Context: an optimization exercise on an open-source flow, tuned for small area and a short achievable clock period. The choices shown serve that exercise and are no tape-out recipe.
Only simulation tests tie the RTL to the original design; equivalence was not proved.
Power is estimated from default activity; no workload was simulated.

==> design/flow/design.v <==
`timescale 1ns/1ps
module fp16_pipe #(
    parameter int W  = 1,
    parameter bit EN = 1'b1
) (
    input  logic         clk,
    input  logic [W-1:0] d,
    output logic [W-1:0] q
);
    if (EN) begin : g_reg
        always_ff @(posedge clk) q <= d;
    end else begin : g_wire
        assign q = d;
    end
endmodule
module fp16_vpipe #(
    parameter bit EN = 1'b1
) (
    input  logic clk,
    input  logic rst,
    input  logic d,
    output logic q
);
    if (EN) begin : g_reg
        always_ff @(posedge clk)
            if (rst) q <= 1'b0;
            else     q <= d;
    end else begin : g_wire
        assign q = d & ~rst;
    end
endmodule
module fp16_unpack (
    input  logic [15:0] w_i,
    output logic [10:0] sig_o,
    output logic [4:0]  exp_o
);
    logic n;
    always_comb begin
        n     = w_i[14:10] != 5'd0;
        sig_o = {n, w_i[9:0]};
        exp_o = n ? w_i[14:10] : {4'd0, w_i[9:0] != 10'd0};
    end
endmodule
`timescale 1ns/1ps
module fp16_mul_a (
    input  logic [10:0] a_i,
    input  logic [10:0] b_i,
    output logic [57:0] cs_o
);
    logic pp0_0;
    assign pp0_0 = a_i[0] & b_i[0];
    logic pp0_1;
    assign pp0_1 = a_i[0] & b_i[1];
    logic pp0_2;
    assign pp0_2 = a_i[0] & b_i[2];
    logic pp0_3;
    assign pp0_3 = a_i[0] & b_i[3];
    logic pp0_4;
    assign pp0_4 = a_i[0] & b_i[4];
    logic pp0_5;
    assign pp0_5 = a_i[0] & b_i[5];
    logic pp0_6;
    assign pp0_6 = a_i[0] & b_i[6];
    logic pp0_7;
    assign pp0_7 = a_i[0] & b_i[7];
    logic pp0_8;
    assign pp0_8 = a_i[0] & b_i[8];
    logic pp0_9;
    assign pp0_9 = a_i[0] & b_i[9];
    logic pp0_10;
    assign pp0_10 = a_i[0] & b_i[10];
    logic pp1_0;
    assign pp1_0 = a_i[1] & b_i[0];
    logic pp1_1;
    assign pp1_1 = a_i[1] & b_i[1];
    logic pp1_2;
    assign pp1_2 = a_i[1] & b_i[2];
    logic pp1_3;
    assign pp1_3 = a_i[1] & b_i[3];
    logic pp1_4;
    assign pp1_4 = a_i[1] & b_i[4];
    logic pp1_5;
    assign pp1_5 = a_i[1] & b_i[5];
    logic pp1_6;
    assign pp1_6 = a_i[1] & b_i[6];
    logic pp1_7;
    assign pp1_7 = a_i[1] & b_i[7];
    logic pp1_8;
    assign pp1_8 = a_i[1] & b_i[8];
    logic pp1_9;
    assign pp1_9 = a_i[1] & b_i[9];
    logic pp1_10;
    assign pp1_10 = a_i[1] & b_i[10];
    logic pp2_0;
    assign pp2_0 = a_i[2] & b_i[0];
    logic pp2_1;
    assign pp2_1 = a_i[2] & b_i[1];
    logic pp2_2;
    assign pp2_2 = a_i[2] & b_i[2];
    logic pp2_3;
    assign pp2_3 = a_i[2] & b_i[3];
    logic pp2_4;
    assign pp2_4 = a_i[2] & b_i[4];
    logic pp2_5;
    assign pp2_5 = a_i[2] & b_i[5];
    logic pp2_6;
    assign pp2_6 = a_i[2] & b_i[6];
    logic pp2_7;
    assign pp2_7 = a_i[2] & b_i[7];
    logic pp2_8;
    assign pp2_8 = a_i[2] & b_i[8];
    logic pp2_9;
    assign pp2_9 = a_i[2] & b_i[9];
    logic pp2_10;
    assign pp2_10 = a_i[2] & b_i[10];
    logic pp3_0;
    assign pp3_0 = a_i[3] & b_i[0];
    logic pp3_1;
    assign pp3_1 = a_i[3] & b_i[1];
    logic pp3_2;
    assign pp3_2 = a_i[3] & b_i[2];
    logic pp3_3;
    assign pp3_3 = a_i[3] & b_i[3];
    logic pp3_4;
    assign pp3_4 = a_i[3] & b_i[4];
    logic pp3_5;
    assign pp3_5 = a_i[3] & b_i[5];
    logic pp3_6;
    assign pp3_6 = a_i[3] & b_i[6];
    logic pp3_7;
    assign pp3_7 = a_i[3] & b_i[7];
    logic pp3_8;
    assign pp3_8 = a_i[3] & b_i[8];
    logic pp3_9;
    assign pp3_9 = a_i[3] & b_i[9];
    logic pp3_10;
    assign pp3_10 = a_i[3] & b_i[10];
    logic pp4_0;
    assign pp4_0 = a_i[4] & b_i[0];
    logic pp4_1;
    assign pp4_1 = a_i[4] & b_i[1];
    logic pp4_2;
    assign pp4_2 = a_i[4] & b_i[2];
    logic pp4_3;
    assign pp4_3 = a_i[4] & b_i[3];
    logic pp4_4;
    assign pp4_4 = a_i[4] & b_i[4];
    logic pp4_5;
    assign pp4_5 = a_i[4] & b_i[5];
    logic pp4_6;
    assign pp4_6 = a_i[4] & b_i[6];
    logic pp4_7;
    assign pp4_7 = a_i[4] & b_i[7];
    logic pp4_8;
    assign pp4_8 = a_i[4] & b_i[8];
    logic pp4_9;
    assign pp4_9 = a_i[4] & b_i[9];
    logic pp4_10;
    assign pp4_10 = a_i[4] & b_i[10];
    logic pp5_0;
    assign pp5_0 = a_i[5] & b_i[0];
    logic pp5_1;
    assign pp5_1 = a_i[5] & b_i[1];
    logic pp5_2;
    assign pp5_2 = a_i[5] & b_i[2];
    logic pp5_3;
    assign pp5_3 = a_i[5] & b_i[3];
    logic pp5_4;
    assign pp5_4 = a_i[5] & b_i[4];
    logic pp5_5;
    assign pp5_5 = a_i[5] & b_i[5];
    logic pp5_6;
    assign pp5_6 = a_i[5] & b_i[6];
    logic pp5_7;
    assign pp5_7 = a_i[5] & b_i[7];
    logic pp5_8;
    assign pp5_8 = a_i[5] & b_i[8];
    logic pp5_9;
    assign pp5_9 = a_i[5] & b_i[9];
    logic pp5_10;
    assign pp5_10 = a_i[5] & b_i[10];
    logic pp6_0;
    assign pp6_0 = a_i[6] & b_i[0];
    logic pp6_1;
    assign pp6_1 = a_i[6] & b_i[1];
    logic pp6_2;
    assign pp6_2 = a_i[6] & b_i[2];
    logic pp6_3;
    assign pp6_3 = a_i[6] & b_i[3];
    logic pp6_4;
    assign pp6_4 = a_i[6] & b_i[4];
    logic pp6_5;
    assign pp6_5 = a_i[6] & b_i[5];
    logic pp6_6;
    assign pp6_6 = a_i[6] & b_i[6];
    logic pp6_7;
    assign pp6_7 = a_i[6] & b_i[7];
    logic pp6_8;
    assign pp6_8 = a_i[6] & b_i[8];
    logic pp6_9;
    assign pp6_9 = a_i[6] & b_i[9];
    logic pp6_10;
    assign pp6_10 = a_i[6] & b_i[10];
    logic pp7_0;
    assign pp7_0 = a_i[7] & b_i[0];
    logic pp7_1;
    assign pp7_1 = a_i[7] & b_i[1];
    logic pp7_2;
    assign pp7_2 = a_i[7] & b_i[2];
    logic pp7_3;
    assign pp7_3 = a_i[7] & b_i[3];
    logic pp7_4;
    assign pp7_4 = a_i[7] & b_i[4];
    logic pp7_5;
    assign pp7_5 = a_i[7] & b_i[5];
    logic pp7_6;
    assign pp7_6 = a_i[7] & b_i[6];
    logic pp7_7;
    assign pp7_7 = a_i[7] & b_i[7];
    logic pp7_8;
    assign pp7_8 = a_i[7] & b_i[8];
    logic pp7_9;
    assign pp7_9 = a_i[7] & b_i[9];
    logic pp7_10;
    assign pp7_10 = a_i[7] & b_i[10];
    logic pp8_0;
    assign pp8_0 = a_i[8] & b_i[0];
    logic pp8_1;
    assign pp8_1 = a_i[8] & b_i[1];
    logic pp8_2;
    assign pp8_2 = a_i[8] & b_i[2];
    logic pp8_3;
    assign pp8_3 = a_i[8] & b_i[3];
    logic pp8_4;
    assign pp8_4 = a_i[8] & b_i[4];
    logic pp8_5;
    assign pp8_5 = a_i[8] & b_i[5];
    logic pp8_6;
    assign pp8_6 = a_i[8] & b_i[6];
    logic pp8_7;
    assign pp8_7 = a_i[8] & b_i[7];
    logic pp8_8;
    assign pp8_8 = a_i[8] & b_i[8];
    logic pp8_9;
    assign pp8_9 = a_i[8] & b_i[9];
    logic pp8_10;
    assign pp8_10 = a_i[8] & b_i[10];
    logic pp9_0;
    assign pp9_0 = a_i[9] & b_i[0];
    logic pp9_1;
    assign pp9_1 = a_i[9] & b_i[1];
    logic pp9_2;
    assign pp9_2 = a_i[9] & b_i[2];
    logic pp9_3;
    assign pp9_3 = a_i[9] & b_i[3];
    logic pp9_4;
    assign pp9_4 = a_i[9] & b_i[4];
    logic pp9_5;
    assign pp9_5 = a_i[9] & b_i[5];
    logic pp9_6;
    assign pp9_6 = a_i[9] & b_i[6];
    logic pp9_7;
    assign pp9_7 = a_i[9] & b_i[7];
    logic pp9_8;
    assign pp9_8 = a_i[9] & b_i[8];
    logic pp9_9;
    assign pp9_9 = a_i[9] & b_i[9];
    logic pp9_10;
    assign pp9_10 = a_i[9] & b_i[10];
    logic pp10_0;
    assign pp10_0 = a_i[10] & b_i[0];
    logic pp10_1;
    assign pp10_1 = a_i[10] & b_i[1];
    logic pp10_2;
    assign pp10_2 = a_i[10] & b_i[2];
    logic pp10_3;
    assign pp10_3 = a_i[10] & b_i[3];
    logic pp10_4;
    assign pp10_4 = a_i[10] & b_i[4];
    logic pp10_5;
    assign pp10_5 = a_i[10] & b_i[5];
    logic pp10_6;
    assign pp10_6 = a_i[10] & b_i[6];
    logic pp10_7;
    assign pp10_7 = a_i[10] & b_i[7];
    logic pp10_8;
    assign pp10_8 = a_i[10] & b_i[8];
    logic pp10_9;
    assign pp10_9 = a_i[10] & b_i[9];
    logic pp10_10;
    assign pp10_10 = a_i[10] & b_i[10];
    logic w1;
    logic w2;
    logic w3;
    logic w4;
    logic w5;
    logic w6;
    logic w7;
    logic w8;
    logic w9;
    logic w10;
    logic w11;
    logic w12;
    assign w1 = pp0_9 ^ pp1_8;
    assign w2 = pp0_9 & pp1_8;
    assign w3 = pp1_9 ^ pp2_8 ^ pp3_7;
    assign w4 = (pp1_9 & pp2_8) | (pp1_9 & pp3_7) | (pp2_8 & pp3_7);
    assign w5 = pp4_6 ^ pp5_5;
    assign w6 = pp4_6 & pp5_5;
    assign w7 = pp2_9 ^ pp3_8 ^ pp4_7;
    assign w8 = (pp2_9 & pp3_8) | (pp2_9 & pp4_7) | (pp3_8 & pp4_7);
    assign w9 = pp5_6 ^ pp6_5;
    assign w10 = pp5_6 & pp6_5;
    assign w11 = pp3_9 ^ pp4_8 ^ pp5_7;
    assign w12 = (pp3_9 & pp4_8) | (pp3_9 & pp5_7) | (pp4_8 & pp5_7);
    logic w13;
    logic w14;
    logic w15;
    logic w16;
    logic w17;
    logic w18;
    logic w19;
    logic w20;
    logic w21;
    logic w22;
    logic w23;
    logic w24;
    logic w25;
    logic w26;
    logic w27;
    logic w28;
    logic w29;
    logic w30;
    logic w31;
    logic w32;
    logic w33;
    logic w34;
    logic w35;
    logic w36;
    logic w37;
    logic w38;
    logic w39;
    logic w40;
    logic w41;
    logic w42;
    logic w43;
    logic w44;
    logic w45;
    logic w46;
    logic w47;
    logic w48;
    logic w49;
    logic w50;
    logic w51;
    logic w52;
    logic w53;
    logic w54;
    logic w55;
    logic w56;
    logic w57;
    logic w58;
    logic w59;
    logic w60;
    assign w13 = pp0_6 ^ pp1_5;
    assign w14 = pp0_6 & pp1_5;
    assign w15 = pp0_7 ^ pp1_6 ^ pp2_5;
    assign w16 = (pp0_7 & pp1_6) | (pp0_7 & pp2_5) | (pp1_6 & pp2_5);
    assign w17 = pp3_4 ^ pp4_3;
    assign w18 = pp3_4 & pp4_3;
    assign w19 = pp0_8 ^ pp1_7 ^ pp2_6;
    assign w20 = (pp0_8 & pp1_7) | (pp0_8 & pp2_6) | (pp1_7 & pp2_6);
    assign w21 = pp3_5 ^ pp4_4 ^ pp5_3;
    assign w22 = (pp3_5 & pp4_4) | (pp3_5 & pp5_3) | (pp4_4 & pp5_3);
    assign w23 = pp6_2 ^ pp7_1;
    assign w24 = pp6_2 & pp7_1;
    assign w25 = pp2_7 ^ pp3_6 ^ pp4_5;
    assign w26 = (pp2_7 & pp3_6) | (pp2_7 & pp4_5) | (pp3_6 & pp4_5);
    assign w27 = pp5_4 ^ pp6_3 ^ pp7_2;
    assign w28 = (pp5_4 & pp6_3) | (pp5_4 & pp7_2) | (pp6_3 & pp7_2);
    assign w29 = pp8_1 ^ pp9_0 ^ w1;
    assign w30 = (pp8_1 & pp9_0) | (pp8_1 & w1) | (pp9_0 & w1);
    assign w31 = pp6_4 ^ pp7_3 ^ pp8_2;
    assign w32 = (pp6_4 & pp7_3) | (pp6_4 & pp8_2) | (pp7_3 & pp8_2);
    assign w33 = pp9_1 ^ pp0_10 ^ pp10_0;
    assign w34 = (pp9_1 & pp0_10) | (pp9_1 & pp10_0) | (pp0_10 & pp10_0);
    assign w35 = w3 ^ w5 ^ w2;
    assign w36 = (w3 & w5) | (w3 & w2) | (w5 & w2);
    assign w37 = pp7_4 ^ pp8_3 ^ pp9_2;
    assign w38 = (pp7_4 & pp8_3) | (pp7_4 & pp9_2) | (pp8_3 & pp9_2);
    assign w39 = pp1_10 ^ pp10_1 ^ w7;
    assign w40 = (pp1_10 & pp10_1) | (pp1_10 & w7) | (pp10_1 & w7);
    assign w41 = w9 ^ w4 ^ w6;
    assign w42 = (w9 & w4) | (w9 & w6) | (w4 & w6);
    assign w43 = pp6_6 ^ pp7_5 ^ pp8_4;
    assign w44 = (pp6_6 & pp7_5) | (pp6_6 & pp8_4) | (pp7_5 & pp8_4);
    assign w45 = pp9_3 ^ pp2_10 ^ pp10_2;
    assign w46 = (pp9_3 & pp2_10) | (pp9_3 & pp10_2) | (pp2_10 & pp10_2);
    assign w47 = w11 ^ w8 ^ w10;
    assign w48 = (w11 & w8) | (w11 & w10) | (w8 & w10);
    assign w49 = pp4_9 ^ pp5_8 ^ pp6_7;
    assign w50 = (pp4_9 & pp5_8) | (pp4_9 & pp6_7) | (pp5_8 & pp6_7);
    assign w51 = pp7_6 ^ pp8_5 ^ pp9_4;
    assign w52 = (pp7_6 & pp8_5) | (pp7_6 & pp9_4) | (pp8_5 & pp9_4);
    assign w53 = pp3_10 ^ pp10_3 ^ w12;
    assign w54 = (pp3_10 & pp10_3) | (pp3_10 & w12) | (pp10_3 & w12);
    assign w55 = pp5_9 ^ pp6_8 ^ pp7_7;
    assign w56 = (pp5_9 & pp6_8) | (pp5_9 & pp7_7) | (pp6_8 & pp7_7);
    assign w57 = pp8_6 ^ pp9_5 ^ pp4_10;
    assign w58 = (pp8_6 & pp9_5) | (pp8_6 & pp4_10) | (pp9_5 & pp4_10);
    assign w59 = pp6_9 ^ pp7_8 ^ pp8_7;
    assign w60 = (pp6_9 & pp7_8) | (pp6_9 & pp8_7) | (pp7_8 & pp8_7);
    logic w61;
    logic w62;
    logic w63;
    logic w64;
    logic w65;
    logic w66;
    logic w67;
    logic w68;
    logic w69;
    logic w70;
    logic w71;
    logic w72;
    logic w73;
    logic w74;
    logic w75;
    logic w76;
    logic w77;
    logic w78;
    logic w79;
    logic w80;
    logic w81;
    logic w82;
    logic w83;
    logic w84;
    logic w85;
    logic w86;
    logic w87;
    logic w88;
    logic w89;
    logic w90;
    logic w91;
    logic w92;
    logic w93;
    logic w94;
    logic w95;
    logic w96;
    logic w97;
    logic w98;
    logic w99;
    logic w100;
    logic w101;
    logic w102;
    logic w103;
    logic w104;
    logic w105;
    logic w106;
    logic w107;
    logic w108;
    logic w109;
    logic w110;
    logic w111;
    logic w112;
    assign w61 = pp0_4 ^ pp1_3;
    assign w62 = pp0_4 & pp1_3;
    assign w63 = pp0_5 ^ pp1_4 ^ pp2_3;
    assign w64 = (pp0_5 & pp1_4) | (pp0_5 & pp2_3) | (pp1_4 & pp2_3);
    assign w65 = pp3_2 ^ pp4_1;
    assign w66 = pp3_2 & pp4_1;
    assign w67 = pp2_4 ^ pp3_3 ^ pp4_2;
    assign w68 = (pp2_4 & pp3_3) | (pp2_4 & pp4_2) | (pp3_3 & pp4_2);
    assign w69 = pp5_1 ^ pp6_0 ^ w13;
    assign w70 = (pp5_1 & pp6_0) | (pp5_1 & w13) | (pp6_0 & w13);
    assign w71 = pp5_2 ^ pp6_1 ^ pp7_0;
    assign w72 = (pp5_2 & pp6_1) | (pp5_2 & pp7_0) | (pp6_1 & pp7_0);
    assign w73 = w15 ^ w17 ^ w14;
    assign w74 = (w15 & w17) | (w15 & w14) | (w17 & w14);
    assign w75 = pp8_0 ^ w19 ^ w21;
    assign w76 = (pp8_0 & w19) | (pp8_0 & w21) | (w19 & w21);
    assign w77 = w23 ^ w16 ^ w18;
    assign w78 = (w23 & w16) | (w23 & w18) | (w16 & w18);
    assign w79 = w25 ^ w27 ^ w29;
    assign w80 = (w25 & w27) | (w25 & w29) | (w27 & w29);
    assign w81 = w20 ^ w22 ^ w24;
    assign w82 = (w20 & w22) | (w20 & w24) | (w22 & w24);
    assign w83 = w31 ^ w33 ^ w35;
    assign w84 = (w31 & w33) | (w31 & w35) | (w33 & w35);
    assign w85 = w26 ^ w28 ^ w30;
    assign w86 = (w26 & w28) | (w26 & w30) | (w28 & w30);
    assign w87 = w37 ^ w39 ^ w41;
    assign w88 = (w37 & w39) | (w37 & w41) | (w39 & w41);
    assign w89 = w32 ^ w34 ^ w36;
    assign w90 = (w32 & w34) | (w32 & w36) | (w34 & w36);
    assign w91 = w43 ^ w45 ^ w47;
    assign w92 = (w43 & w45) | (w43 & w47) | (w45 & w47);
    assign w93 = w38 ^ w40 ^ w42;
    assign w94 = (w38 & w40) | (w38 & w42) | (w40 & w42);
    assign w95 = w49 ^ w51 ^ w53;
    assign w96 = (w49 & w51) | (w49 & w53) | (w51 & w53);
    assign w97 = w44 ^ w46 ^ w48;
    assign w98 = (w44 & w46) | (w44 & w48) | (w46 & w48);
    assign w99 = pp10_4 ^ w55 ^ w57;
    assign w100 = (pp10_4 & w55) | (pp10_4 & w57) | (w55 & w57);
    assign w101 = w50 ^ w52 ^ w54;
    assign w102 = (w50 & w52) | (w50 & w54) | (w52 & w54);
    assign w103 = pp9_6 ^ pp5_10 ^ pp10_5;
    assign w104 = (pp9_6 & pp5_10) | (pp9_6 & pp10_5) | (pp5_10 & pp10_5);
    assign w105 = w59 ^ w56 ^ w58;
    assign w106 = (w59 & w56) | (w59 & w58) | (w56 & w58);
    assign w107 = pp7_9 ^ pp8_8 ^ pp9_7;
    assign w108 = (pp7_9 & pp8_8) | (pp7_9 & pp9_7) | (pp8_8 & pp9_7);
    assign w109 = pp6_10 ^ pp10_6 ^ w60;
    assign w110 = (pp6_10 & pp10_6) | (pp6_10 & w60) | (pp10_6 & w60);
    assign w111 = pp8_9 ^ pp9_8 ^ pp7_10;
    assign w112 = (pp8_9 & pp9_8) | (pp8_9 & pp7_10) | (pp9_8 & pp7_10);
    logic w113;
    logic w114;
    logic w115;
    logic w116;
    logic w117;
    logic w118;
    logic w119;
    logic w120;
    logic w121;
    logic w122;
    logic w123;
    logic w124;
    logic w125;
    logic w126;
    logic w127;
    logic w128;
    logic w129;
    logic w130;
    logic w131;
    logic w132;
    logic w133;
    logic w134;
    logic w135;
    logic w136;
    logic w137;
    logic w138;
    logic w139;
    logic w140;
    logic w141;
    logic w142;
    logic w143;
    logic w144;
    assign w113 = pp0_3 ^ pp1_2;
    assign w114 = pp0_3 & pp1_2;
    assign w115 = pp2_2 ^ pp3_1 ^ pp4_0;
    assign w116 = (pp2_2 & pp3_1) | (pp2_2 & pp4_0) | (pp3_1 & pp4_0);
    assign w117 = pp5_0 ^ w63 ^ w65;
    assign w118 = (pp5_0 & w63) | (pp5_0 & w65) | (w63 & w65);
    assign w119 = w67 ^ w69 ^ w64;
    assign w120 = (w67 & w69) | (w67 & w64) | (w69 & w64);
    assign w121 = w71 ^ w73 ^ w68;
    assign w122 = (w71 & w73) | (w71 & w68) | (w73 & w68);
    assign w123 = w75 ^ w77 ^ w72;
    assign w124 = (w75 & w77) | (w75 & w72) | (w77 & w72);
    assign w125 = w79 ^ w81 ^ w76;
    assign w126 = (w79 & w81) | (w79 & w76) | (w81 & w76);
    assign w127 = w83 ^ w85 ^ w80;
    assign w128 = (w83 & w85) | (w83 & w80) | (w85 & w80);
    assign w129 = w87 ^ w89 ^ w84;
    assign w130 = (w87 & w89) | (w87 & w84) | (w89 & w84);
    assign w131 = w91 ^ w93 ^ w88;
    assign w132 = (w91 & w93) | (w91 & w88) | (w93 & w88);
    assign w133 = w95 ^ w97 ^ w92;
    assign w134 = (w95 & w97) | (w95 & w92) | (w97 & w92);
    assign w135 = w99 ^ w101 ^ w96;
    assign w136 = (w99 & w101) | (w99 & w96) | (w101 & w96);
    assign w137 = w103 ^ w105 ^ w100;
    assign w138 = (w103 & w105) | (w103 & w100) | (w105 & w100);
    assign w139 = w107 ^ w109 ^ w104;
    assign w140 = (w107 & w109) | (w107 & w104) | (w109 & w104);
    assign w141 = pp10_7 ^ w111 ^ w108;
    assign w142 = (pp10_7 & w111) | (pp10_7 & w108) | (w111 & w108);
    assign w143 = pp9_9 ^ pp8_10 ^ pp10_8;
    assign w144 = (pp9_9 & pp8_10) | (pp9_9 & pp10_8) | (pp8_10 & pp10_8);
    assign cs_o = {pp10_10, w144, pp10_9, pp9_10, w143, w142, w112, w141, w140, w110, w139, w138, w106, w137, w136, w102, w135, w134, w98, w133, w132, w94, w131, w130, w90, w129, w128, w86, w127, w126, w82, w125, w124, w78, w123, w122, w74, w121, w120, w70, w119, w118, w66, w117, w116, w62, w115, w114, w61, w113, pp3_0, pp2_1, pp2_0, pp1_1, pp0_2, pp1_0, pp0_1, pp0_0};
endmodule
module fp16_mul_b (
    input  logic [57:0] cs_i,
    output logic [21:0] row0_o,
    output logic [21:0] row1_o
);
    logic pp0_0;
    assign pp0_0 = cs_i[0];
    logic pp0_1;
    assign pp0_1 = cs_i[1];
    logic pp1_0;
    assign pp1_0 = cs_i[2];
    logic pp0_2;
    assign pp0_2 = cs_i[3];
    logic pp1_1;
    assign pp1_1 = cs_i[4];
    logic pp2_0;
    assign pp2_0 = cs_i[5];
    logic pp2_1;
    assign pp2_1 = cs_i[6];
    logic pp3_0;
    assign pp3_0 = cs_i[7];
    logic w113;
    assign w113 = cs_i[8];
    logic w61;
    assign w61 = cs_i[9];
    logic w114;
    assign w114 = cs_i[10];
    logic w115;
    assign w115 = cs_i[11];
    logic w62;
    assign w62 = cs_i[12];
    logic w116;
    assign w116 = cs_i[13];
    logic w117;
    assign w117 = cs_i[14];
    logic w66;
    assign w66 = cs_i[15];
    logic w118;
    assign w118 = cs_i[16];
    logic w119;
    assign w119 = cs_i[17];
    logic w70;
    assign w70 = cs_i[18];
    logic w120;
    assign w120 = cs_i[19];
    logic w121;
    assign w121 = cs_i[20];
    logic w74;
    assign w74 = cs_i[21];
    logic w122;
    assign w122 = cs_i[22];
    logic w123;
    assign w123 = cs_i[23];
    logic w78;
    assign w78 = cs_i[24];
    logic w124;
    assign w124 = cs_i[25];
    logic w125;
    assign w125 = cs_i[26];
    logic w82;
    assign w82 = cs_i[27];
    logic w126;
    assign w126 = cs_i[28];
    logic w127;
    assign w127 = cs_i[29];
    logic w86;
    assign w86 = cs_i[30];
    logic w128;
    assign w128 = cs_i[31];
    logic w129;
    assign w129 = cs_i[32];
    logic w90;
    assign w90 = cs_i[33];
    logic w130;
    assign w130 = cs_i[34];
    logic w131;
    assign w131 = cs_i[35];
    logic w94;
    assign w94 = cs_i[36];
    logic w132;
    assign w132 = cs_i[37];
    logic w133;
    assign w133 = cs_i[38];
    logic w98;
    assign w98 = cs_i[39];
    logic w134;
    assign w134 = cs_i[40];
    logic w135;
    assign w135 = cs_i[41];
    logic w102;
    assign w102 = cs_i[42];
    logic w136;
    assign w136 = cs_i[43];
    logic w137;
    assign w137 = cs_i[44];
    logic w106;
    assign w106 = cs_i[45];
    logic w138;
    assign w138 = cs_i[46];
    logic w139;
    assign w139 = cs_i[47];
    logic w110;
    assign w110 = cs_i[48];
    logic w140;
    assign w140 = cs_i[49];
    logic w141;
    assign w141 = cs_i[50];
    logic w112;
    assign w112 = cs_i[51];
    logic w142;
    assign w142 = cs_i[52];
    logic w143;
    assign w143 = cs_i[53];
    logic pp9_10;
    assign pp9_10 = cs_i[54];
    logic pp10_9;
    assign pp10_9 = cs_i[55];
    logic w144;
    assign w144 = cs_i[56];
    logic pp10_10;
    assign pp10_10 = cs_i[57];
    logic w145;
    logic w146;
    logic w147;
    logic w148;
    logic w149;
    logic w150;
    logic w151;
    logic w152;
    logic w153;
    logic w154;
    logic w155;
    logic w156;
    logic w157;
    logic w158;
    logic w159;
    logic w160;
    logic w161;
    logic w162;
    logic w163;
    logic w164;
    logic w165;
    logic w166;
    logic w167;
    logic w168;
    logic w169;
    logic w170;
    logic w171;
    logic w172;
    logic w173;
    logic w174;
    logic w175;
    logic w176;
    logic w177;
    logic w178;
    logic w179;
    logic w180;
    assign w145 = pp0_2 ^ pp1_1;
    assign w146 = pp0_2 & pp1_1;
    assign w147 = pp2_1 ^ pp3_0 ^ w113;
    assign w148 = (pp2_1 & pp3_0) | (pp2_1 & w113) | (pp3_0 & w113);
    assign w149 = w61 ^ w115 ^ w114;
    assign w150 = (w61 & w115) | (w61 & w114) | (w115 & w114);
    assign w151 = w62 ^ w117 ^ w116;
    assign w152 = (w62 & w117) | (w62 & w116) | (w117 & w116);
    assign w153 = w66 ^ w119 ^ w118;
    assign w154 = (w66 & w119) | (w66 & w118) | (w119 & w118);
    assign w155 = w70 ^ w121 ^ w120;
    assign w156 = (w70 & w121) | (w70 & w120) | (w121 & w120);
    assign w157 = w74 ^ w123 ^ w122;
    assign w158 = (w74 & w123) | (w74 & w122) | (w123 & w122);
    assign w159 = w78 ^ w125 ^ w124;
    assign w160 = (w78 & w125) | (w78 & w124) | (w125 & w124);
    assign w161 = w82 ^ w127 ^ w126;
    assign w162 = (w82 & w127) | (w82 & w126) | (w127 & w126);
    assign w163 = w86 ^ w129 ^ w128;
    assign w164 = (w86 & w129) | (w86 & w128) | (w129 & w128);
    assign w165 = w90 ^ w131 ^ w130;
    assign w166 = (w90 & w131) | (w90 & w130) | (w131 & w130);
    assign w167 = w94 ^ w133 ^ w132;
    assign w168 = (w94 & w133) | (w94 & w132) | (w133 & w132);
    assign w169 = w98 ^ w135 ^ w134;
    assign w170 = (w98 & w135) | (w98 & w134) | (w135 & w134);
    assign w171 = w102 ^ w137 ^ w136;
    assign w172 = (w102 & w137) | (w102 & w136) | (w137 & w136);
    assign w173 = w106 ^ w139 ^ w138;
    assign w174 = (w106 & w139) | (w106 & w138) | (w139 & w138);
    assign w175 = w110 ^ w141 ^ w140;
    assign w176 = (w110 & w141) | (w110 & w140) | (w141 & w140);
    assign w177 = w112 ^ w143 ^ w142;
    assign w178 = (w112 & w143) | (w112 & w142) | (w143 & w142);
    assign w179 = pp9_10 ^ pp10_9 ^ w144;
    assign w180 = (pp9_10 & pp10_9) | (pp9_10 & w144) | (pp10_9 & w144);
    assign row0_o = {1'b0, pp10_10, w179, w177, w175, w173, w171, w169, w167, w165, w163, w161, w159, w157, w155, w153, w151, w149, w147, pp2_0, pp0_1, pp0_0};
    assign row1_o = {1'b0, w180, w178, w176, w174, w172, w170, w168, w166, w164, w162, w160, w158, w156, w154, w152, w150, w148, w146, w145, pp1_0, 1'b0};
endmodule
module fp16_mul_cpa (
    input  logic [21:0] row0_i,
    input  logic [21:0] row1_i,
    output logic [21:0] prod_o
);
    assign prod_o = row0_i + row1_i;
endmodule
`timescale 1ns/1ps
module fp16_expo1 (
    input  logic [4:0]  k_exp_i,
    input  logic [4:0]  x_exp_i,
    input  logic [15:0] b_i,
    output logic [10:0] b_sig_o,
    output logic [4:0]  b_exp_o,
    output logic [5:0]  es_o         
);
    logic b_n;
    always_comb begin
        b_n     = b_i[14:10] != 5'd0;
        b_exp_o = b_n ? b_i[14:10] : 5'd1;
        b_sig_o = {b_n, b_i[9:0]};
        es_o    = {1'b0, k_exp_i} + {1'b0, x_exp_i};
    end
endmodule
module fp16_expo2 (
    input  logic [4:0] b_exp_i,
    input  logic [5:0] es_i,
    input  logic       p_sign_i,
    input  logic       b_sign_i,
    output logic       p_wins_o,
    output logic [4:0] shift_o,      
    output logic       drop_o,       
    output logic       edge_o,       
    output logic [5:0] exp_o,        
    output logic       sign_o,
    output logic       sub_o
);
    logic [5:0] t, pe;
    logic [6:0] d, nd;      
    always_comb begin
        t        = {1'b0, b_exp_i} + 6'd15;
        d        = {1'b0, es_i} - {1'b0, t};
        nd       = {1'b0, t} - {1'b0, es_i};
        pe       = es_i - 6'd15;           
        p_wins_o = nd[6];
        if (p_wins_o) begin
            shift_o = d[4:0];
            drop_o  = d[5:0] > 6'd21;
            edge_o  = d[5:0] == 6'd21;    
            exp_o   = pe;
            sign_o  = p_sign_i;
        end else begin
            shift_o = nd[4:0];
            drop_o  = nd[5:0] > 6'd22;
            edge_o  = nd[5:0] == 6'd22;   
            exp_o   = {1'b0, b_exp_i};
            sign_o  = b_sign_i;
        end
        sub_o = p_sign_i ^ b_sign_i;
    end
endmodule
module fp16_align (
    input  logic [21:0] prod_i,
    input  logic [10:0] b_sig_i,
    input  logic        p_wins_i,
    input  logic [4:0]  shift_i,
    input  logic        drop_i,
    input  logic        edge_i,
    input  logic        sub_i,
    output logic [21:0] hi_o,
    output logic [32:0] lo_o
);
    logic        p_top, drop;
    logic [21:0] p, bb, lo_in;
    logic [32:0] lo;
    always_comb begin
        p_top = prod_i[21];
        p     = {prod_i[21:1], prod_i[0] & ~p_top};
        bb    = {1'b0, b_sig_i, 10'd0};
        drop  = drop_i | (edge_i & (p_top ~^ p_wins_i));
        hi_o  = p_wins_i ? p : bb;
        lo_in = p_wins_i ? bb : p;
        lo    = drop ? 33'd0 : {lo_in, 11'd0} >> shift_i;
        lo_o  = sub_i ? ~lo : lo;
    end
endmodule
module fp16_cadd #(
    parameter int W = 34
) (
    input  logic [W-1:0] a_i,
    input  logic [W-1:0] b_i,
    output logic [W:0]   s0_o,      
    output logic [W:0]   s1_o       
);
    localparam int L = $clog2(W);
    logic [W-1:0] g [L+1];
    logic [W-1:0] p [L+1];
    logic [W-1:0] hp;
    assign g[0]  = a_i & b_i;
    assign p[0]  = a_i | b_i;
    assign hp    = a_i ^ b_i;
    for (genvar l = 0; l < L; l++) begin : g_lvl
        for (genvar i = 0; i < W; i++) begin : g_bit
            if ((i >> l) & 1) begin : g_op
                localparam int J = ((i >> l) << l) - 1;
                assign g[l+1][i] = g[l][i] | (p[l][i] & g[l][J]);
                assign p[l+1][i] = p[l][i] & p[l][J];
            end else begin : g_pass
                assign g[l+1][i] = g[l][i];
                assign p[l+1][i] = p[l][i];
            end
        end
    end
    logic [W:0] c0, c1;
    assign c0 = {g[L], 1'b0};
    assign c1 = {g[L] | p[L], 1'b1};
    assign s0_o = {c0[W], hp ^ c0[W-1:0]};
    assign s1_o = {c1[W], hp ^ c1[W-1:0]};
endmodule
module fp16_add (
    input  logic [21:0] hi_i,
    input  logic [32:0] lo_i,
    input  logic        sub_i,
    output logic [33:0] mag_o,
    output logic        neg_o
);
    logic [34:0] t0, t1;
    fp16_cadd #(34) cadd_i (
        .a_i({1'b0, hi_i, 11'd0}), .b_i({sub_i, lo_i}), .s0_o(t0), .s1_o(t1)
    );
    always_comb begin
        neg_o = sub_i & ~t0[34];
        if (!sub_i)
            mag_o = t0[33:0];
        else if (t0[34])
            mag_o = t1[33:0];
        else
            mag_o = ~t0[33:0];
    end
endmodule
`timescale 1ns/1ps
module fp16_lzc (
    input  logic [33:0] v_i,
    output logic [5:0]  n_o
);
    logic [63:0] z [7];
    logic [5:0]  c [7][64];
    always_comb begin
        for (int i = 0; i < 64; i++) begin
            z[0][i] = (i < 34) ? ~v_i[33 - i] : 1'b1;
            c[0][i] = '0;
        end
        for (int l = 1; l <= 6; l++) begin
            for (int i = 0; i < 64; i++) begin
                z[l][i] = 1'b0;
                c[l][i] = '0;
            end
            for (int i = 0; i < (64 >> l); i++) begin
                z[l][i] = z[l-1][2*i] & z[l-1][2*i+1];
                if (z[l-1][2*i])
                    c[l][i] = c[l-1][2*i+1] | 6'(1 << (l - 1));
                else
                    c[l][i] = c[l-1][2*i];
            end
        end
        n_o = c[6][0];
    end
endmodule
module fp16_mark (
    input  logic [5:0] exp_i,
    output logic [3:0] hi_o,
    output logic [7:0] lo_o
);
    logic [5:0] j;
    always_comb begin
        j    = 6'd32 - exp_i;
        hi_o = (exp_i <= 6'd32) ? 4'(4'd1 << j[4:3]) : 4'd0;
        lo_o = 8'(8'd1 << j[2:0]);
    end
endmodule
module fp16_normalize (
    input  logic [33:0] mag_i,
    input  logic [3:0]  mark_hi_i,
    input  logic [7:0]  mark_lo_i,
    output logic [14:0] top_o,      
    output logic [5:0]  shift_o     
);
    logic [33:0] m, n;
    fp16_lzc lzc_i (.v_i(m), .n_o(shift_o));
    always_comb begin
        for (int i = 0; i < 34; i++)
            m[i] = mag_i[i] | (i < 32 && mark_hi_i[i / 8] && mark_lo_i[i % 8]);
        n     = mag_i << {shift_o[5:2], 2'b00};
        top_o = n[33:19];
    end
endmodule
module fp16_fine (
    input  logic [14:0] top_i,
    input  logic [1:0]  shift_i,
    output logic [10:0] sig_o,
    output logic        rnd_o
);
    logic [14:0] n;
    always_comb begin
        n     = top_i << shift_i;
        sig_o = n[14:4];
        rnd_o = n[3];
    end
endmodule
module fp16_round (
    input  logic        sign_i,
    input  logic [10:0] sig_i,
    input  logic        rnd_i,
    input  logic [5:0]  e2_i,
    input  logic [5:0]  shift_i,
    output logic [15:0] result_o
);
    logic        inc;
    logic [5:0]  e0, e1, e;
    logic [9:0]  frac;
    logic        sat, zero;
    always_comb begin
        inc  = rnd_i & (&sig_i[9:0]);           
        e0   = e2_i - shift_i;
        e1   = e2_i - shift_i + 6'd1;
        e    = sig_i[10] ? (inc ? e1 : e0) : {5'd0, inc};
        frac = sig_i[9:0] + 10'(rnd_i);
        sat  = e > 6'd30;
        zero = ~sig_i[10] & (sig_i[9:0] == 10'd0) & ~rnd_i;
        if (sat)
            result_o = {sign_i, 15'h7BFF};
        else if (zero)
            result_o = 16'd0;
        else
            result_o = {sign_i, e[4:0], frac};
    end
endmodule
`timescale 1ns/1ps
module fp16_mac (
    input  logic                        clk,
    input  logic                        rst,
    input  logic                        in_valid_i,
    input  logic [2-1:0]           tag_i,
    input  logic [16-1:0]          k_i,
    input  logic [16-1:0]          x_i,
    input  logic [16-1:0]          b_i,
    output logic                        out_valid_o,
    output logic [2-1:0]           tag_o,
    output logic [16-1:0]          result_o
);
    localparam int CSW = 58;       
    logic [10:0] u_k_sig, u_x_sig;
    logic [4:0]  u_k_exp, u_x_exp;
    logic [CSW-1:0] m_cs, c1_cs;
    logic [10:0] e_b_sig, c1_b_sig;
    logic [4:0]  e_b_exp, c1_b_exp;
    logic [5:0]  e_es, c1_es;
    logic        c1_p_sign, c1_b_sign;
    logic [1:0]  c1_tag;
    logic        c1_valid;
    fp16_unpack unpack_k (.w_i(k_i), .sig_o(u_k_sig), .exp_o(u_k_exp));
    fp16_unpack unpack_x (.w_i(x_i), .sig_o(u_x_sig), .exp_o(u_x_exp));
    fp16_mul_a mul_a_i (.a_i(u_k_sig), .b_i(u_x_sig), .cs_o(m_cs));
    fp16_expo1 expo1_i (
        .k_exp_i(u_k_exp), .x_exp_i(u_x_exp), .b_i(b_i),
        .b_sig_o(e_b_sig), .b_exp_o(e_b_exp), .es_o(e_es)
    );
    fp16_vpipe #(1'b1) c1_v (.clk, .rst, .d(in_valid_i), .q(c1_valid));
    fp16_pipe #(CSW + 26, 1'b1) c1 (.clk,
        .d({m_cs, e_b_sig, e_b_exp, e_es, k_i[15] ^ x_i[15], b_i[15], tag_i}),
        .q({c1_cs, c1_b_sig, c1_b_exp, c1_es, c1_p_sign, c1_b_sign, c1_tag}));
    logic [21:0] m_row0, m_row1, m_prod, c2_prod;
    logic        x_p_wins, x_drop, x_edge, x_sign, x_sub;
    logic [4:0]  x_shift;
    logic [5:0]  x_exp;
    logic [10:0] c2_b_sig;
    logic        c2_p_wins, c2_drop, c2_edge, c2_sign, c2_sub;
    logic [4:0]  c2_shift;
    logic [5:0]  c2_exp;
    logic [1:0]  c2_tag;
    logic        c2_valid;
    fp16_mul_b mul_b_i (.cs_i(c1_cs), .row0_o(m_row0), .row1_o(m_row1));
    fp16_mul_cpa mul_cpa_i (.row0_i(m_row0), .row1_i(m_row1), .prod_o(m_prod));
    fp16_expo2 expo2_i (
        .b_exp_i(c1_b_exp), .es_i(c1_es), .p_sign_i(c1_p_sign), .b_sign_i(c1_b_sign),
        .p_wins_o(x_p_wins), .shift_o(x_shift), .drop_o(x_drop), .edge_o(x_edge),
        .exp_o(x_exp), .sign_o(x_sign), .sub_o(x_sub)
    );
    fp16_vpipe #(1'b1) c2_v (.clk, .rst, .d(c1_valid), .q(c2_valid));
    fp16_pipe #(51, 1'b1) c2 (.clk,
        .d({m_prod, c1_b_sig, x_p_wins, x_shift, x_drop, x_edge, x_exp, x_sign, x_sub, c1_tag}),
        .q({c2_prod, c2_b_sig, c2_p_wins, c2_shift, c2_drop, c2_edge, c2_exp, c2_sign, c2_sub, c2_tag}));
    logic [21:0] a_hi, c3_hi;
    logic [32:0] a_lo, c3_lo;
    logic [5:0]  c3_exp;
    logic        c3_sign, c3_sub;
    logic [1:0]  c3_tag;
    logic        c3_valid;
    fp16_align align_i (
        .prod_i(c2_prod), .b_sig_i(c2_b_sig), .p_wins_i(c2_p_wins), .shift_i(c2_shift),
        .drop_i(c2_drop), .edge_i(c2_edge), .sub_i(c2_sub), .hi_o(a_hi), .lo_o(a_lo)
    );
    fp16_vpipe #(1'b1) c3_v (.clk, .rst, .d(c2_valid), .q(c3_valid));
    fp16_pipe #(65, 1'b1) c3 (.clk,
        .d({a_hi, a_lo, c2_exp, c2_sign, c2_sub, c2_tag}),
        .q({c3_hi, c3_lo, c3_exp, c3_sign, c3_sub, c3_tag}));
    logic [33:0] d_mag, c4_mag;
    logic        d_neg;
    logic [5:0]  c4_e2;
    logic [3:0]  k_mark_hi, c4_mark_hi;
    logic [7:0]  k_mark_lo, c4_mark_lo;
    logic        c4_sign;
    logic [1:0]  c4_tag;
    logic        c4_valid;
    fp16_add add_i (.hi_i(c3_hi), .lo_i(c3_lo), .sub_i(c3_sub), .mag_o(d_mag), .neg_o(d_neg));
    fp16_vpipe #(1'b1) c4_v (.clk, .rst, .d(c3_valid), .q(c4_valid));
    fp16_mark mark_i (.exp_i(c3_exp), .hi_o(k_mark_hi), .lo_o(k_mark_lo));
    fp16_pipe #(55, 1'b1) c4 (.clk,
        .d({d_mag, c3_exp + 6'd2, k_mark_hi, k_mark_lo, c3_sign ^ d_neg, c3_tag}),
        .q({c4_mag, c4_e2, c4_mark_hi, c4_mark_lo, c4_sign, c4_tag}));
    logic [14:0] n_top, c5_top;
    logic        c5_sign;
    logic [5:0]  n_shift, c5_shift, c5_e2;
    logic [1:0]  c5_tag;
    logic        c5_valid;
    fp16_normalize normalize_i (.mag_i(c4_mag), .mark_hi_i(c4_mark_hi), .mark_lo_i(c4_mark_lo), .top_o(n_top), .shift_o(n_shift));
    fp16_vpipe #(1'b1) c5_v (.clk, .rst, .d(c4_valid), .q(c5_valid));
    fp16_pipe #(30, 1'b1) c5 (.clk,
        .d({n_top, n_shift, c4_e2, c4_sign, c4_tag}),
        .q({c5_top, c5_shift, c5_e2, c5_sign, c5_tag}));
    logic [15:0] r_result;
    logic [10:0] f_sig;
    logic        f_rnd;
    fp16_fine fine_i (.top_i(c5_top), .shift_i(c5_shift[1:0]), .sig_o(f_sig), .rnd_o(f_rnd));
    fp16_round round_i (.sign_i(c5_sign), .sig_i(f_sig), .rnd_i(f_rnd), .e2_i(c5_e2), .shift_i(c5_shift), .result_o(r_result));
    always_ff @(posedge clk) begin
        if (rst) begin
            out_valid_o <= 1'b0;
            tag_o       <= '0;
            result_o    <= '0;
        end else begin
            out_valid_o <= c5_valid;
            if (c5_valid) begin
                tag_o    <= c5_tag;
                result_o <= r_result;
            end
        end
    end
endmodule
==> design/flow/run.sh <==
#!/bin/bash
# synth_recipe.tcl (not shown) runs the flow's synth.tcl, then flattens the netlist and writes it again
# the make line also repeats each setting of config.mk as NAME=value (left out here)
make -C /OpenROAD-flow-scripts/flow DESIGN_CONFIG=/design/flow/config.mk WORK_HOME=/design/flow/orfs CLKGATE_MAP_FILE= SYNTH_SCRIPT=/design/flow/synth_recipe.tcl finish
==> design/flow/config.mk <==
export PLATFORM = sky130hd
export DESIGN_NAME = fp16_mac
export DESIGN_NICKNAME = fp16_mac
export VERILOG_FILES = /design/flow/design.v
export SDC_FILE = /design/flow/constraint.sdc
export NUM_CORES = 4
export LEC_CHECK = 0
export CAP_MARGIN = 20
export CORE_MARGIN = 2
export CORE_UTILIZATION = 40
export CTS_CLUSTER_DIAMETER = 60
export CTS_CLUSTER_SIZE = 30
export SETUP_SLACK_MARGIN = 2.8
export SLEW_MARGIN = 20
==> design/flow/constraint.sdc <==
create_clock -name core_clock -period 6.0 [get_ports {clk}]
set_input_delay 1.2000 -clock core_clock [delete_from_list [all_inputs] [get_ports {clk}]]
set_output_delay 1.2000 -clock core_clock [all_outputs]
set_load 0.01 [all_outputs]
==> run_results.csv, run 1 <==
group,metric,value,unit
synth,ys_types,79,
job,drv_cap,0,
synth,ys_seq_area_share,34.64,%
power,pwr_density_cell,533.4,mW/mm2
worst_hold_path,hold_class,"reg2reg",
final_layout,nFillCells,4318,
timing,slew_viol_final,0,
final_layout,fin_util,45.80,%
placed_design,gp_congestion,0.9656,
synth,synth-edff-count,0,
outcome,status,"no timing/DRC/antenna violations",
timing,relSlewSlack,37.06,%
synth,ys_async_sr_fraction,0,%
timing,setup_viol,0,
final_layout,area_growth,13.17,%
cts,cts.path.max_buffers,3,
cts,clk_pin_slew,0.08,ns
power,vdd_drop_max,0.2504,mV
route,viasPerCell,5.210,
timing,finalHoldViolations,0,
route,vias,13450,
floorplan,die_w,215.3,um
setup_path,critical_path_arrival,3.65,ns
timing,setup_slack,2.812,ns
floorplan,initial_core_util,40.47,%
setup_path,path_class,"reg2reg",
synth,ys_seq_elements,309,
route,ant_nets,0,
setup_path,cp-end-kind,"flip-flop",
setup_path,crit_required,6.47,ns
floorplan,die_h,215.3,um
setup_path,worstPathCellList,"inv_1 > ha_1 > or4_4 > or2_2 > a311o_1 > nand2_1 > a21o_1 > inv_1 > fa_1 > a2111oi_2",
grt,grt_pass1_vias,13750,
cts,hold_buffers,0,
setup_path,worst_path_most_repeated_cell,"inv_1",
floorplan,io_pins,72,
synth,avgSynthCellArea,9.180,um2
placed_design,pre_cts_slack,1.666,ns
route,drc,0,
synth,yosys_warnings,24,
placed_design,dpl.hpwl,34900,um
synth,syn_area,0.01786,mm2
cts,cts_tree,"done",
grt,grt_util_all_layers,19.36,%
timing,rsz0062_at_grt,"true",
final_layout,drive_gt1_share,9.296,%
cts,cts_root_buf,"clkbuf_16",
route,drt_pre_antenna_iters,5,
timing,min_period_over_period,53.13,%
cts,cts_sinks,309,
timing,fin_setup_tns,0,ns
timing,final.setup_skew,0.03021,ns
setup_path,crit_path_max_fanout,5,
grt,grt.overflow.total,0,
timing,tightest_slew,0.9441,ns
grt,grt_max_degree,46,
timing,layout_min_cycle_time,3.188,ns
route,wirelength,44460,um
floorplan,die-area,0.04635,mm2
power,leakage,0.008757,uW
grt,grt_pass1_wl,72590,um
route,drtIter0Drc,822,
floorplan,fp-row-count,77,
synth,synth_fp_nets,2193,
setup_path,max_stage_delay,0.52,ns
synth,syn_inst,1945,
final_layout,antenna_cells,0,
placed_design,portBuffers,71,
cts,htree_levels,1,
synth,synthFlopType,"dfxtp_1",
final_layout,nets,2217,
setup_path,start_kind,"flip-flop",
cts,insertion_delay,0.58,ns
cts,cts_buffers,27,
setup_path,critPathSlowestCell,"or4_4",
floorplan,core_area,0.04412,mm2
grt,antenna_found_initial,0,
timing,max_freq,313.7,MHz
route,avgRoutedWirePerCell,17.22,um
[per-layer routing]
layer | routed length (um) | GRT usage (%) | part of all wire, % | vias to the layer above
li1 | - | - | - | 6636
met1 | 18240 | 22.66 | 41 | 6361
met2 | 22210 | 35.09 | 50 | 356
met3 | 1736 | 2.293 | 3.9 | 98
met4 | 2271 | 9.241 | 5.1 | 0
met5 | 0 | 0 | 0 | -
[cells by family (layout without fill, tap and decap cells)]
| group | after synthesis | in the layout | share of synthesized area, % |
|---|---|---|---|
| DFF | 309 | 309 | 34.64 |
| xor gates and xnor gates | 120 | 120 | 5.886 |
| adders and majority gates | 195 | 195 | 17.36 |
| and+or+nand+nor | 590 | 590 | 16.10 |
| buffers and inverters | 268 | 313 | 5.774 |
| AOI/OAI and AO/OA | 365 | 365 | 13.48 |
| muxes | 98 | 98 | 6.755 |
[state kept, by name (all words and copies together), names as in the netlist, 2 cells and up]
signal	cells
c1.q	84
c4.q	55
c3.q	65
c5.q	30
c2.q	51
result_o	16
tag_o	2
[cell usage in the layout, fill, tap and decap left out, types with 10 or more instances in the layout]
cell type          n
dlygate4sd2_1     11
clkbuf_16         27
nand4_1           12
fa_1              84
xnor2_1           60
mux2_2            26
nand2_1          171
xor2_1            57
nor2_1           132
and3_1            11
nand2b_1          13
dfxtp_1          306
clkdlybuf4s50_1   44
nor2b_1           20
a21o_1            23
buf_4             13
o21a_1            10
a31oi_1           15
buf_2             10
o21bai_1          10
o21ai_0           98
inv_1            173
mux4_2            15
a211oi_1          26
nand3_1           40
nor4_1            13
ha_1             106
and2_1            85
a21oi_1           78
nor3_1            36
mux2i_1           55
[synthesized netlist by cell type, drive strengths merged (8+ instances only)]
cell type	n	area [um2]
inv	175	656.9
xnor2	61	534.3
nand2b	13	81.33
nand2	175	656.9
nor4	15	93.84
a211oi	26	195.2
mux2i	56	560.5
fa	88	1762
o21a	10	75.07
nor2	138	525.5
buf	10	62.55
a21o	25	187.7
mux4	15	337.8
nand3	40	200.2
dfxtp	309	6186
o21bai	10	75.07
and2	90	563.0
ha	107	1339
a31oi	16	100.1
nand4	13	87.58
xor2	59	516.8
or2	8	50.05
or3	9	61.31
a21oi	80	404.1
and3	11	68.82
mux2	27	307.8
a221oi	8	70.07
nor2b	20	125.1
o22ai	9	56.30
nor3	38	190.2
o21ai	102	510.5
clkbuf	81	304.0
[power by group]
group	switching, uW	internal, uW
Clock	924	952
Sequential	771	2760
Combinational	3060	2320
[metrics by stage]
step	power [uW]	std cells	hold WS, ns	area [um2]
final	10780	2582	0.3036	20210
after floorplan	7238	1945	0.3096	17990
after CTS	10780	2579	0.3006	20130
after detailed placement	8773	2524	0.3121	19040
after global placement	8690	2524	0.3127	19040
after global routing	11650	2582	0.3222	20210
[area by class of cell]
cell class	count	area (um2)	share of cell area [%]
clock buffer	28	679.4	3.362
clock inverter	22	310.3	1.536
inverter	177	670.6	3.319
multi-input combinational	1368	10830	53.59
sequential	309	6195	30.65
tap	592	740.7	3.665
timing repair buffer	86	782.0	3.870
[what timing repair did]
item | in CTS | in global routing
setup buffers | 5 | 3
setup endpoints to repair | 61 | 59
pin swaps | 7 | 13
hold endpoints to repair | 0 | 0
gates resized for setup | 80 | 34
[critical path: cells and delay by family (launching register included)]
kind	cells	cell delay, ns
AO/OA/AOI/OAI	3	0.87
adder cells (fa/ha/maj)	2	0.77
buffers and inverters	2	0.13
flip-flops	1	0.37
AND/OR/NAND/NOR	3	0.95
[worst paths after layout]
check	start	endpoint	slack (ns)	cells past startpoint
max	c3.q[57]	c4.q[53]	2.81	10
min	c2.q[7]	c3.q[7]	0.30	0
max reg2reg	c3.q[57]	c4.q[53]	2.81	10
min reg2reg	c2.q[7]	c3.q[7]	0.30	0
==> run 2, diff against run 1 <==
--- a/design/flow/config.mk
+++ b/design/flow/config.mk
@@ -11,3 +11,3 @@
 export CTS_CLUSTER_DIAMETER = 60
-export CTS_CLUSTER_SIZE = 30
+export CTS_CLUSTER_SIZE = 35
 export SETUP_SLACK_MARGIN = 2.8
==> run_results.csv, run 2 <==
group,metric,value,unit
outcome,status,"no timing/DRC/antenna violations",
timing,fin_setup_tns,0,ns
floorplan,fp-row-count,77,
synth,avgSynthCellArea,9.180,um2
power,pwr-share-clk,17.4,%
synth,ys_seq_elements,309,
worst_hold_path,hold_class,"reg2reg",
timing,hold_ws,0.3036,ns
synth,ys_types,79,
final_layout,final_common_cell,"dfxtp_1",
synth,yosysMostFrequentCell,"dfxtp_1",
power,sw_frac_of_total,44.10,%
setup_path,reg2regPathDepth,10,
synth,yosys_warnings,24,
floorplan,core_area,0.04412,mm2
final_layout,seqCellArea,0.006195,mm2
grt,grt.overflow.total,0,
timing,rsz0062_at_grt,"true",
timing,setup_viol,0,
setup_path,cp-end-kind,"flip-flop",
route,drtIter0Drc,822,
final_layout,top_register,"c1.q",
synth,synth_top_area_share,34.64,%
placed_design,portBuffers,71,
final_layout,area_growth,13.17,%
setup_path,cp.depth,10,
job,drv_cap,0,
final_layout,fin_util,45.80,%
synth,synthFlopType,"dfxtp_1",
route,ant_nets,0,
synth,ys_top_cells_by_count,"dfxtp_1, nand2_1, inv_1",
route,viasPerCell,5.210,
setup_path,critical_path_arrival,3.65,ns
timing,layout_min_cycle_time,3.188,ns
synth,synth_largest_area_cell,"dfxtp_1",
grt,grt_pass1_vias,13750,
route,vias,13450,
final_layout,multiInputGateArea,0.01083,mm2
setup_path,r2r_start,"c3.q[57]",
synth,syn_area,0.01786,mm2
setup_path,crit_path_max_fanout,5,
placed_design,dpl.hpwl,34900,um
final_layout,antenna_cells,0,
worst_hold_path,min_path_cells,0,
setup_path,crit_required,6.47,ns
grt,grt_util_all_layers,19.36,%
floorplan,die-area,0.04635,mm2
power,internal-power,6026,uW
route,drt_pre_antenna_iters,5,
cts,cts_root_buf,"clkbuf_16",
timing,final.setup_skew,0.03021,ns
power,power,10780,uW
route,avgRoutedWirePerCell,17.22,um
setup_path,start_kind,"flip-flop",
setup_path,max_stage_delay,0.52,ns
final_layout,drive_gt1_share,9.296,%
timing,slew_viol_final,0,
final_layout,fin_cells,2582,
final_layout,largest_reg_flops,84,
timing,min_period_over_period,53.13,%
setup_path,critPathSlowestCell,"or4_4",
final_layout,largestRegisters,"c1.q x84, c3.q x65, c4.q x55",
floorplan,die_w,215.3,um
route,wirelength,44460,um
setup_path,path_class,"reg2reg",
final_layout,nFillCells,4318,
cts,cts.path.max_buffers,3,
timing,tightest_slew,0.9441,ns
setup_path,critPathLaunch,"c3.q[57]",
power,leakage,0.008757,uW
timing,relSlewSlack,37.06,%
timing,finalHoldViolations,0,
grt,grt_max_degree,46,
timing,max_freq,313.7,MHz
synth,yosys-top-cells-area,"dfxtp_1, fa_1, ha_1, nand2_1, inv_1",
power,p_seq_share,32.7,%
synth,ys_async_sr_fraction,0,%
setup_path,worstPathCellList,"inv_1 > ha_1 > or4_4 > or2_2 > a311o_1 > nand2_1 > a21o_1 > inv_1 > fa_1 > a2111oi_2",
setup_path,path_buf_inv,2,
final_layout,nets,2217,
floorplan,die_h,215.3,um
floorplan,initial_core_util,40.47,%
setup_path,worst_path_most_repeated_cell,"inv_1",
synth,synth_fp_nets,2193,
placed_design,gp_congestion,0.9656,
cts,cts_buffers,27,
cts,htree_levels,1,
route,drc,0,
grt,grt_pass1_wl,72590,um
cts,insertion_delay,0.58,ns
power,combPwrFrac,49.9,%
cts,cts_tree,"done",
final_layout,most-common-layout-cells,"dfxtp_1, inv_1, nand2_1, nor2_1, ha_1",
floorplan,io_pins,72,
synth,synth-edff-count,0,
worst_hold_path,min_from,"c2.q[7]",
power,vdd_drop_max,0.2504,mV
cts,cts_sinks,309,
grt,antenna_found_initial,0,
power,pwr_density_cell,533.4,mW/mm2
setup_path,cpLargestDelayFamily,"simple AND/OR/NAND/NOR gates",
power,p_sw,4753,uW
placed_design,dp_cells,2524,
cts,clk_pin_slew,0.08,ns
synth,ys_seq_area_share,34.64,%
synth,syn_inst,1945,
run 2: cell counts in the layout (fill, tap and decap cells not counted):
Identical to the previous run, type by type.
run 2: metal layers:
metal | GRT usage (%) | part of all wire, % | vias to the layer above
met1 | 22.66 | 41 | 6361
met5 | 0 | 0 | -
met2 | 35.09 | 50 | 356
met4 | 9.241 | 5.1 | 0
li1 | - | - | 6636
met3 | 2.293 | 3.9 | 98
run 2: repair_timing:
action                                  4_1_cts  5_1_grt
pin swaps                                     7       13
hold buffers                                  0        0
gates cloned                                  0        0
endpoints found under the setup margin       61       59
setup buffers                                 5        3
resized for setup                            80       34
run 2: final cells by class:
type                       count  share of cell area [%]
clock buffer                  28                   3.362
sequential                   309                   30.65
multi-input combinational   1368                   53.59
inverter                     177                   3.319
timing repair buffer          86                   3.870
clock inverter                22                   1.536
tap                          592                   3.665
run 2: worst register-to-register path, delay by kind of cell, from the launching register on:
family | cells | cell delay [ns]
AO/OA/AOI/OAI | 3 | 0.87
adder cells (fa/ha/maj) | 2 | 0.77
buffers and inverters | 2 | 0.13
flip-flops | 1 | 0.37
AND/OR/NAND/NOR | 3 | 0.95
run 2: worst paths after layout:
path | slack [ns] | endpoint
worst max-delay path | 2.81 | c4.q[53]
worst min-delay path | 0.30 | c3.q[7]
worst max register to register | 2.81 | c4.q[53]
worst min register to register | 0.30 | c3.q[7]
run 2: cell families (layout without fill, tap and decap cells):
logic type / Yosys count / count (layout) / synth area share [%]
simple gates: 590 / 590 / 16.10
compound gates: 365 / 365 / 13.48
flops: 309 / 309 / 34.64
buf+inv: 268 / 313 / 5.774
fa+ha+maj: 195 / 195 / 17.36
xor+xnor: 120 / 120 / 5.886
mux: 98 / 98 / 6.755
run 2: stage by stage:
step,setup WS [ns],area (um2)
after floorplan,2.436,17990
after global placement,1.738,19040
after detailed placement,1.666,19040
after CTS,2.801,20130
after global routing,2.664,20210
final,2.812,20210
run 2: power by group through the flow:
stage	combinational (uW)	clock [uW]	sequential [uW]
finish	5370	1880	3530
global route	6010	2020	3620
CTS	5320	1940	3530
detailed placement	5200	0	3570
global placement	5140	0	3550
floorplan	4110	0	3130
==> run 3, diff against run 2 <==
--- a/design/flow/config.mk
+++ b/design/flow/config.mk
@@ -7,2 +7,3 @@
 export LEC_CHECK = 0
+export ABC_AREA = 1
 export CAP_MARGIN = 20
==> run_results.csv, run 3 <==
group,metric,value,unit
outcome,status,"no timing/DRC/antenna violations",
floorplan,die_w,219.3,um
placed_design,pre_cts_slack,1.666,ns
route,drtIter0Drc,910,
timing,setup_viol,0,
final_layout,seqCellArea,0.006187,mm2
placed_design,portBuffers,71,
route,viasPerCell,4.895,
placed_design,dpl.hpwl,37240,um
final_layout,largest_reg_flops,84,
final_layout,antenna_cells,0,
cts,htree_levels,1,
synth,avgSynthCellArea,7.560,um2
synth,syn_area,0.01854,mm2
synth,synth_fp_nets,2700,
final_layout,largestRegisters,"c1.q x84, c3.q x65, c4.q x55",
timing,tightest_slew,0.8667,ns
route,avgRoutedWirePerCell,15.06,um
synth,ys_seq_area_share,33.37,%
synth,yosysMostFrequentCell,"nand2_1",
timing,rsz0062_at_grt,"false",
synth,ys_top_cells_by_count,"nand2_1, inv_1, dfxtp_1",
route,drt_pre_antenna_iters,5,
timing,final.setup_skew,0.02324,ns
final_layout,drive_gt1_share,6.645,%
floorplan,fp-row-count,78,
power,pwr_density_cell,544.2,mW/mm2
final_layout,area_growth,11.90,%
synth,ys_seq_elements,309,
setup_path,reg2regPathDepth,16,
grt,grt_pass1_wl,75980,um
worst_hold_path,min_from,"c2.q[1]",
timing,layout_min_cycle_time,3.119,ns
floorplan,io_pins,72,
timing,relSlewSlack,42.01,%
cts,cts_tree,"done",
cts,cts_sinks,309,
synth,yosys_warnings,24,
route,drc,0,
setup_path,r2r_slack,3.05,ns
grt,grt_util_all_layers,19.65,%
cts,cts.path.max_buffers,3,
route,vias,15170,
route,wirelength,46660,um
floorplan,core_area,0.04558,mm2
final_layout,final_common_cell,"nand2_1",
floorplan,initial_core_util,40.67,%
setup_path,critPathLaunch,"x_i[11]",
timing,max_freq,320.6,MHz
setup_path,cp-end-kind,"flip-flop",
synth,ys_async_sr_fraction,0,%
timing,min_period_over_period,51.98,%
final_layout,top_register,"c1.q",
synth,synthFlopType,"dfxtp_1",
placed_design,dp_cells,3042,
grt,grt.overflow.total,0,
final_layout,fin_cells,3098,
placed_design,gp_congestion,0.9332,
cts,insertion_delay,0.59,ns
final_layout,most-common-layout-cells,"nand2_1, inv_1, dfxtp_1, nand3_1, nor2_1",
timing,finalHoldViolations,0,
timing,hold_ws,0.3168,ns
timing,setup_slack,2.881,ns
power,leakage,0.01037,uW
synth,synth_largest_area_cell,"dfxtp_1",
synth,synth-edff-count,0,
timing,slew_viol_final,0,
worst_hold_path,min_path_cells,0,
setup_path,start_kind,"input port",
final_layout,multiInputGateArea,0.01052,mm2
grt,grt_pass1_vias,15120,
synth,yosys-top-cells-area,"dfxtp_1, nand2_1, fa_1, inv_1, ha_1",
floorplan,die-area,0.04808,mm2
worst_hold_path,hold_end,"c3.q[1]",
setup_path,crit_required,6.52,ns
job,drv_cap,0,
grt,grt_max_degree,50,
cts,cts_buffers,29,
final_layout,nFillCells,4473,
route,ant_nets,0,
grt,antenna_found_initial,0,
setup_path,crit_path_max_fanout,7,
worst_hold_path,hold_class,"reg2reg",
setup_path,critical_path_arrival,3.64,ns
synth,ys_types,56,
power,power,11290,uW
cts,cts_root_buf,"clkbuf_16",
power,vdd_drop_max,0.3121,mV
synth,synth_top_area_share,33.37,%
timing,fin_setup_tns,0,ns
floorplan,die_h,219.3,um
setup_path,path_class,"in2reg",
cts,clk_pin_slew,0.08,ns
final_layout,nets,2724,
setup_path,rr_endpoint,"c4.q[42]",
cts,hold_buffers,0,
synth,syn_inst,2452,
setup_path,r2r_start,"c3.q[48]",
run 3: area by class of cell:
cell class / instances / area share (%)
multi-input combinational: 1659 / 50.73
sequential: 309 / 29.83
inverter: 396 / 7.208
clock buffer: 32 / 3.698
tap: 600 / 3.619
timing repair buffer: 81 / 3.559
clock inverter: 21 / 1.357
run 3: worst max-delay path, stage by stage:
cell,delay [ns]
clkdlybuf4s50_1,0.45
inv_2,0.12
nand3_4,0.13
nand2_1,0.10
inv_1,0.05
fa_1,0.48
inv_1,0.05
fa_1,0.47
inv_1,0.05
fa_2,0.52
run 3: how the worst max path moves through the flow:
stage                to  slack (ns)  cells past startpoint
6_report       c1.q[67]        2.88                     10
2_1_floorplan  c1.q[58]        2.48                      9
3_5_place_dp   c1.q[61]        1.67                      7
4_1_cts        c1.q[55]        2.80                      6
5_1_grt        c1.q[67]        2.81                     10
3_3_place_gp   c1.q[61]        1.70                      7
run 3: routing by layer:
layer  vias up  track usage, %  share of wire [%]
met2       289           35.05                 49
met3        75           1.913                3.5
li1       7711               -                  -
met1      7090           24.82                 45
met5         -               0                  0
met4         0           6.374                2.8
run 3: metrics by stage:
| stage | utilization (%) | instance area, um2 |
|---|---|---|
| 3_3_place_gp | 43.13 | 19660 |
| 5_1_grt | 45.51 | 20740 |
| 6_report | 45.51 | 20740 |
| 3_5_place_dp | 43.13 | 19660 |
| 4_1_cts | 45.49 | 20730 |
| 2_1_floorplan | - | 18730 |
run 3: kinds of logic (layout without fill, tap and decap cells):
| family | after synthesis | count (layout) | synth area share, % |
|---|---|---|---|
| xor+xnor | 121 | 121 | 5.717 |
| mux | 13 | 13 | 0.7020 |
| buf+inv | 484 | 530 | 10.35 |
| compound gates | 313 | 313 | 9.646 |
| simple gates | 1017 | 1017 | 23.49 |
| fa+ha+maj | 195 | 195 | 16.73 |
| flops | 309 | 309 | 33.37 |
run 3: report_power, final:
part           internal [uW]  total [uW]  switching, uW
clock network           1010        1970            958
registers               2770        3360            593
logic                   2140        5960           3820
total                   5920       11300           5370
run 3: timing repair:
item                                    CTS  global route
pin swaps                                 3             6
endpoints found under the setup margin   19            46
buffers inserted                          2             1
resized for setup                        44            36

[separate check: timing with driven ports]
The flow's constraints put no driver on any port. The routed layouts listed below were extracted and timed again, unchanged, in two steps. Step 1, drivers: a clkbuf_16 drives clk and a buf_2 each remaining input, both assumed. Step 2 also shifts input and output timing later by t, the mid clock arrival at the registers, as if the neighbouring blocks saw the same clock. Three values: ideal ports, drivers, drivers and shift; two values: the first two.
run	shift t [ns]	setup WS [ns]	worst setup path after step 2	worst data-port slew with drivers (ns)
run 1	0.617	2.812 / 2.812 / 2.286	input to register	0.05
run 2	0.617	2.812 / 2.812 / 2.286	input to register	0.05
run 3	0.637	2.881 / 2.905 / 2.267	input to register	0.05
After both steps every run listed still meets setup and hold. The setup slack of run 3, which loses most, moves by +0.024 ns with the drivers and by -0.614 ns with both steps.
